This design comes from an exercise in tuning for small area and few clock cycles on the open sky130 flow, not from production work. Where RTL was checked, it was by simulation tests only, not by an equivalence proof against the original. Power is estimated from default activity; no workload was simulated.

before:
## register_poll_read_engine
module register_poll_read_engine #(
  parameter int QD = 2             
) (
  input  wire         clk,
  input  wire         rst_n,
  input  wire         in_tvalid,
  output logic        in_tready,
  input  wire  [7:0]  in_tdata,
  input  wire         in_tuser,
  output logic        out_tvalid,
  input  wire         out_tready,
  output logic [39:0] out_tdata,
  output logic [1:0]  out_tuser,
  output logic        out_tlast,
  input  wire         cfg_we,
  input  wire  [2:0]  cfg_index,
  input  wire  [63:0] cfg_wdata
);
  localparam logic [1:0] KIND_REQ   = 2'd0;
  localparam logic [1:0] KIND_VALID = 2'd1;
  localparam logic [1:0] KIND_FAIL  = 2'd2;
  logic [31:0] codes_r;
  logic [63:0] alo_r, ahi_r;
  logic        codes_f, alo_f, ahi_f;
  logic [15:0] poll_r, tmo_r;
  logic [7:0]  skip_r;
  always_ff @(posedge clk) begin
    if (cfg_we && cfg_index == 3'd0) codes_r <= cfg_wdata[31:0];
    if (cfg_we && cfg_index == 3'd3) alo_r   <= cfg_wdata;
    if (cfg_we && cfg_index == 3'd4) ahi_r   <= cfg_wdata;
  end
  always_ff @(posedge clk) begin
    if (!rst_n) begin
      codes_f <= 1'b0;
      alo_f   <= 1'b0;
      ahi_f   <= 1'b0;
      poll_r  <= 16'd1000;
      tmo_r   <= 16'd50;
  ...
Size in the first run: ~290 flip-flops, ~0.012 mm^2 of cells after synthesis.
Settings: LEC_CHECK=0, CAP_MARGIN=20, CORE_MARGIN=2, CORE_UTILIZATION=70, SLEW_MARGIN=20, BUFFER_PORTS_ARGS=-buffer_cell sky130_fd_sc_hd__buf_1, CTS_ARGS=-sink_clustering_enable -repair_clock_nets -dont_use_dummy_load -buf_list sky130_fd_sc_hd__clkbuf_8 -sink_clustering_size 16 -sink_clustering_max_diameter 80; clock period 8.0 ns.
standard.sh (not shown) runs the stock make flow with config.mk's settings and CLKGATE_MAP_FILE= SYNTH_SCRIPT=/design/flow/synth_recipe.tcl, a recipe that flattens the netlist after the stock synthesis.
==> flow/flow/run.sh <==
#!/bin/bash
# Standard ORFS layout (the standard.sh) with three changes:
#  - synthesis maps logic with an area-oriented ABC script (flow/abc_area.script) in place
#    of ORFS's speed script, and leaves adders to ABC (no ADDER_MAP_FILE half/full-adder cells); registers are mapped exactly as in the standard synthesis
#    (ABC only sees the combinational logic), so register names and cells are unchanged;
#  - every port is still buffered, with buf_1 cells instead of buffer_ports' default;
#  - CTS builds its tree from clkbuf_8 cells on sink clusters of up to 16 registers,
#    without dummy loads.
set -euo pipefail
cd "$(dirname "$0")/.."
# A copy of ORFS's scripts that differs only in the ABC mapping script.
rm -rf scripts_area
cp -r "$FLOW_HOME/scripts" scripts_area
cp flow/abc_area.script scripts_area/abc_speed.script
export SCRIPTS_DIR="$PWD/scripts_area"
cat >> config.mk <<'EOM'
export ADDER_MAP_FILE =
export BUFFER_PORTS_ARGS = -buffer_cell sky130_fd_sc_hd__buf_1
export CTS_ARGS = -sink_clustering_enable -repair_clock_nets -dont_use_dummy_load -buf_list sky130_fd_sc_hd__clkbuf_8 -sink_clustering_size 16 -sink_clustering_max_diameter 80
EOM
bash standard.sh finish > flow_make.log 2>&1
==> flow/flow/abc_area.script <==
strash
&get -n
&deepsyn -T 60
&put
ifraig
dc2
strash
dch -f
amap -m -F 3 -A 10
What after does differently from before at the input level:
--- a/flow/design.v
+++ b/flow/design.v
@@ -1,19 +1,19 @@
 `default_nettype none
 package rpre_pkg;
   localparam logic [1:0] KIND_REQ   = 2'd0;
   localparam logic [1:0] KIND_VALID = 2'd1;
   localparam logic [1:0] KIND_FAIL  = 2'd2;
 endpackage
 `default_nettype wire
 `default_nettype none
 module register_poll_read_engine #(
-  parameter int QD = 2             
+  parameter int QD = 3             
 ) (
   input  wire         clk,
   input  wire         rst_n,
   input  wire         in_tvalid,
   output logic        in_tready,
   input  wire  [7:0]  in_tdata,
   input  wire         in_tuser,
   output logic        out_tvalid,
   input  wire         out_tready,
Findings:
The final design instance area without fill of after is higher than that of before.
before → after: clock slew at the register clock pins of the worst setup and hold paths shows no meaningful change; global-route wire length before repair shows an increase of 2900 um; count of vias placed by the detailed router shows an increase of 46; total number of sequential cells shows an increase of 2.0%; global-route usage shows an increase of 2.2 points.
Summary of the comparison: post-synthesis cell count is higher in after, relative to before.
Testbench counts of after, summed over its fixed seeds: cycles 31,555.
Function not checked in before: the RTL went through the layout flow alone.


Setup of run P:
RTL: one of the versions met above, not the one the previous note started from.
Size: about 300 flip-flops, about 14,000 um2 of cells after synthesis.
export LEC_CHECK = 0
export CAP_MARGIN = 20
export CORE_MARGIN = 2
export CORE_UTILIZATION = 70
export SLEW_MARGIN = 20
export BUFFER_PORTS_ARGS = -buffer_cell sky130_fd_sc_hd__buf_1
export CTS_ARGS = -sink_clustering_enable -repair_clock_nets -dont_use_dummy_load -buf_list sky130_fd_sc_hd__clkbuf_8 -sink_clustering_size 16 -sink_clustering_max_diameter 80
create_clock -name core_clock -period 8.0 [get_ports {clk}]
==> flow/flow/run.sh <==
#!/bin/bash
# Standard ORFS layout (the standard.sh) with two changes: every port is still buffered,
# but with buf_1 cells instead of buffer_ports' default choice, and CTS builds its tree from
# clkbuf_8 cells on sink clusters of up to 16 registers, without dummy loads.
set -euo pipefail
cd "$(dirname "$0")/.."
cat >> config.mk <<'EOM'
export BUFFER_PORTS_ARGS = -buffer_cell sky130_fd_sc_hd__buf_1
export CTS_ARGS = -sink_clustering_enable -repair_clock_nets -dont_use_dummy_load -buf_list sky130_fd_sc_hd__clkbuf_8 -sink_clustering_size 16 -sink_clustering_max_diameter 80
EOM
bash standard.sh finish > flow_make.log 2>&1
Testbench counts of run P, summed over its fixed seeds: cycles 31,555.
Input-level comparison between run A and run P:
--- a/flow/design.v
+++ b/flow/design.v
@@ -1,22 +1,22 @@
 `default_nettype none
 package rpre_pkg;
   localparam logic [1:0] KIND_REQ   = 2'd0;
   localparam logic [1:0] KIND_VALID = 2'd1;
   localparam logic [1:0] KIND_FAIL  = 2'd2;
 endpackage
 `default_nettype wire
 `default_nettype none
 module register_poll_read_engine #(
-  parameter int QD = 3             
+  parameter int QD = 2             
 ) (
   input  wire         clk,
   input  wire         rst_n,
   input  wire         in_tvalid,
   output logic        in_tready,
   input  wire  [7:0]  in_tdata,
   input  wire         in_tuser,
   output logic        out_tvalid,
   input  wire         out_tready,
   output logic [39:0] out_tdata,
   output logic [1:0]  out_tuser,
   output logic        out_tlast,
Notes after the runs:
- Between run P and run A, TritonCTS sink count decreased.
- Run P → run A: first-pass GRT wire length lost about 3.5%; via count went down 1.6%; leakage power of the design went down by about 2.6%; net count reported at finish lost 10.
- Looking at buffers plus inverters on the worst setup path, run A sits 1 above run P.
- Diff run P -> run A: filler cell count fell by 58; final area now sits lower; routed wire length has decreased.
For run A, only the layout was checked, not whether the RTL still works.


register_poll_read_engine with an RTL version that a note above also has.
Size: roughly 1,000 cells after synthesis, roughly 290 flip-flops, roughly 130 I/O pins.
Design register_poll_read_engine, start of the top module:
module register_poll_read_engine #(
  parameter int QD = 2             
) (
  input  wire         clk,
  input  wire         rst_n,
  input  wire         in_tvalid,
  output logic        in_tready,
  input  wire  [7:0]  in_tdata,
  input  wire         in_tuser,
  output logic        out_tvalid,
  input  wire         out_tready,
  output logic [39:0] out_tdata,
  output logic [1:0]  out_tuser,
  output logic        out_tlast,
  input  wire         cfg_we,
  input  wire  [2:0]  cfg_index,
  input  wire  [63:0] cfg_wdata
);
  localparam logic [1:0] KIND_REQ   = 2'd0;
  localparam logic [1:0] KIND_VALID = 2'd1;
  localparam logic [1:0] KIND_FAIL  = 2'd2;
  logic [31:0] codes_r;
  logic [63:0] alo_r, ahi_r;
  logic        codes_f, alo_f, ahi_f;
  logic [15:0] poll_r, tmo_r;
  logic [7:0]  skip_r;
  always_ff @(posedge clk) begin
    if (cfg_we && cfg_index == 3'd0) codes_r <= cfg_wdata[31:0];
    if (cfg_we && cfg_index == 3'd3) alo_r   <= cfg_wdata;
    if (cfg_we && cfg_index == 3'd4) ahi_r   <= cfg_wdata;
  end
  ...
Settings: LEC_CHECK=0, CAP_MARGIN=20, CORE_MARGIN=2, CORE_UTILIZATION=70, SLEW_MARGIN=20, BUFFER_PORTS_ARGS=-buffer_cell sky130_fd_sc_hd__buf_1, CTS_ARGS=-sink_clustering_enable -repair_clock_nets -dont_use_dummy_load -buf_list sky130_fd_sc_hd__clkbuf_8 -sink_clustering_size 16 -sink_clustering_max_diameter 80; clock period 8.0 ns.
==> flow/flow/run.sh <==
#!/bin/bash
# Standard ORFS layout (the standard.sh) with three changes:
#  - synthesis maps logic with an area-oriented ABC script (flow/abc_area.script) in place
#    of ORFS's speed script, and leaves adders to ABC (no ADDER_MAP_FILE half/full-adder cells); registers are mapped exactly as in the standard synthesis
#    (ABC only sees the combinational logic), so register names and cells are unchanged;
#  - every port is still buffered, with buf_1 cells instead of buffer_ports' default;
#  - CTS builds its tree from clkbuf_8 cells on sink clusters of up to 16 registers,
#    without dummy loads.
set -euo pipefail
cd "$(dirname "$0")/.."
# A copy of ORFS's scripts that differs only in the ABC mapping script.
rm -rf scripts_area
cp -r "$FLOW_HOME/scripts" scripts_area
cp flow/abc_area.script scripts_area/abc_speed.script
export SCRIPTS_DIR="$PWD/scripts_area"
cat >> config.mk <<'EOM'
export ADDER_MAP_FILE =
export BUFFER_PORTS_ARGS = -buffer_cell sky130_fd_sc_hd__buf_1
export CTS_ARGS = -sink_clustering_enable -repair_clock_nets -dont_use_dummy_load -buf_list sky130_fd_sc_hd__clkbuf_8 -sink_clustering_size 16 -sink_clustering_max_diameter 80
EOM
bash standard.sh finish > flow_make.log 2>&1
==> flow/flow/abc_area.script <==
strash
ifraig
dc2
strash
dch -f
amap -m -F 3 -A 10
Rerun with:
--- a/flow/design.v
+++ b/flow/design.v
@@ -3,15 +3,15 @@
   localparam logic [1:0] KIND_REQ   = 2'd0;
   localparam logic [1:0] KIND_VALID = 2'd1;
   localparam logic [1:0] KIND_FAIL  = 2'd2;
 endpackage
 `default_nettype wire
 `default_nettype none
 module register_poll_read_engine #(
-  parameter int QD = 2             
+  parameter int QD = 3             
 ) (
   input  wire         clk,
   input  wire         rst_n,
   input  wire         in_tvalid,
   output logic        in_tready,
   input  wire  [7:0]  in_tdata,
   input  wire         in_tuser,
@@ -178,17 +178,17 @@
       end
     end
   end
   always_ff @(posedge clk) begin
     if (accept && wait_r && in_tuser && !rc5) begin
       ns_r <= ((rc_r == 3'd0) ? 8'd0 : ns_r) - in_tdata;
       if (rc_r == 3'd0) b0_r         <= in_tdata;
-      if (rc_r == 3'd2) rd_r[7:0]    <= in_tdata;
-      if (rc_r == 3'd3) rd_r[15:8]   <= in_tdata;
-      if (rc_r == 3'd4) rd_r[23:16]  <= in_tdata;
+      if (rc_r == 3'd2) rd_r[7:0]    <= ~in_tdata;
+      if (rc_r == 3'd3) rd_r[15:8]   <= ~in_tdata;
+      if (rc_r == 3'd4) rd_r[23:16]  <= ~in_tdata;
     end
   end
   always_ff @(posedge clk) begin
     if (!rst_n) qn_r <= '0;
     else qn_r <= qn_r + ($clog2(QD+1))'(push) - ($clog2(QD+1))'(pop);
   end
   always_ff @(posedge clk) begin
@@ -227,11 +227,11 @@
   end
   always_ff @(posedge clk) begin
     if (deliver) acc_r <= ((cnt_r == 3'd0) ? 8'd0 : acc_r) - fbyte;
   end
   assign out_tvalid = qn_r != '0;
   assign out_tuser  = h_kind;
   assign out_tlast  = h_last;
-  assign out_tdata  = {4'd0, h_round, (h_kind == KIND_VALID) ? rd_r : 24'd0, h_item,
+  assign out_tdata  = {4'd0, h_round, (h_kind == KIND_VALID) ? ~rd_r : 24'd0, h_item,
                        h_req ? fbyte : 8'd0};
 endmodule
 `default_nettype wire
After rerunning: Hold slack got worse by 0.027 ns; setup slack got worse by 1.1 ns; area after synthesis rose by a few percent; register-to-register slack got worse by 0.69 ns; first-iteration DRC count rose by about a fifth; total power rose by a few percent; clock-buffer cell count stays the same; cell count rose by a few percent; routed wire length rose by roughly a tenth.
Testbench counts after the change, summed over its fixed seeds: cycles 31,555.
Only the layout flow was run in the first run of this note; the RTL was not checked for function there.

re-timing with driven ports:
No port has a modelled driver above. Below, the same layouts with a new extraction and two added sets of constraints.
Step 1 assumes that a clkbuf_16 drives the clock port and a buf_2 every other input.
Step 2 moves the port delays by t, midway between the first and last clock arrival at a register: inputs arrive t later, outputs are due t later. That takes back most of the time a late clock gives input paths.
a / b / c = ideal / step 1 / step 2; a / b = the first two.
run | t, ns | setup WS [ns] | latest minus earliest clock arrival (ns) | cell pins on the clock port's net
before | 0.585 | 0.957 / 0.914 / 1.126 | 0.050 / 0.049 | 1
after | 0.575 | 1.391 / 1.391 / 1.232 | 0.038 / 0.038 | 1
run P | 0.575 | 2.596 / 2.552 / 3.127 | 0.023 / 0.023 | 1
run A | 0.554 | 2.430 / 2.390 / 2.944 | 0.044 / 0.044 | 1
the first run of note 3 | 0.567 | 1.645 / 1.644 / 1.644 | 0.054 / 0.054 | 1
the second run of note 3 | 0.581 | 0.594 / 0.550 / 0.947 | 0.038 / 0.039 | 1
After both steps setup and hold are still met in every run listed. The setup slack of after, which loses most, moves by 0.000 ns with the drivers and by -0.159 ns with both steps.
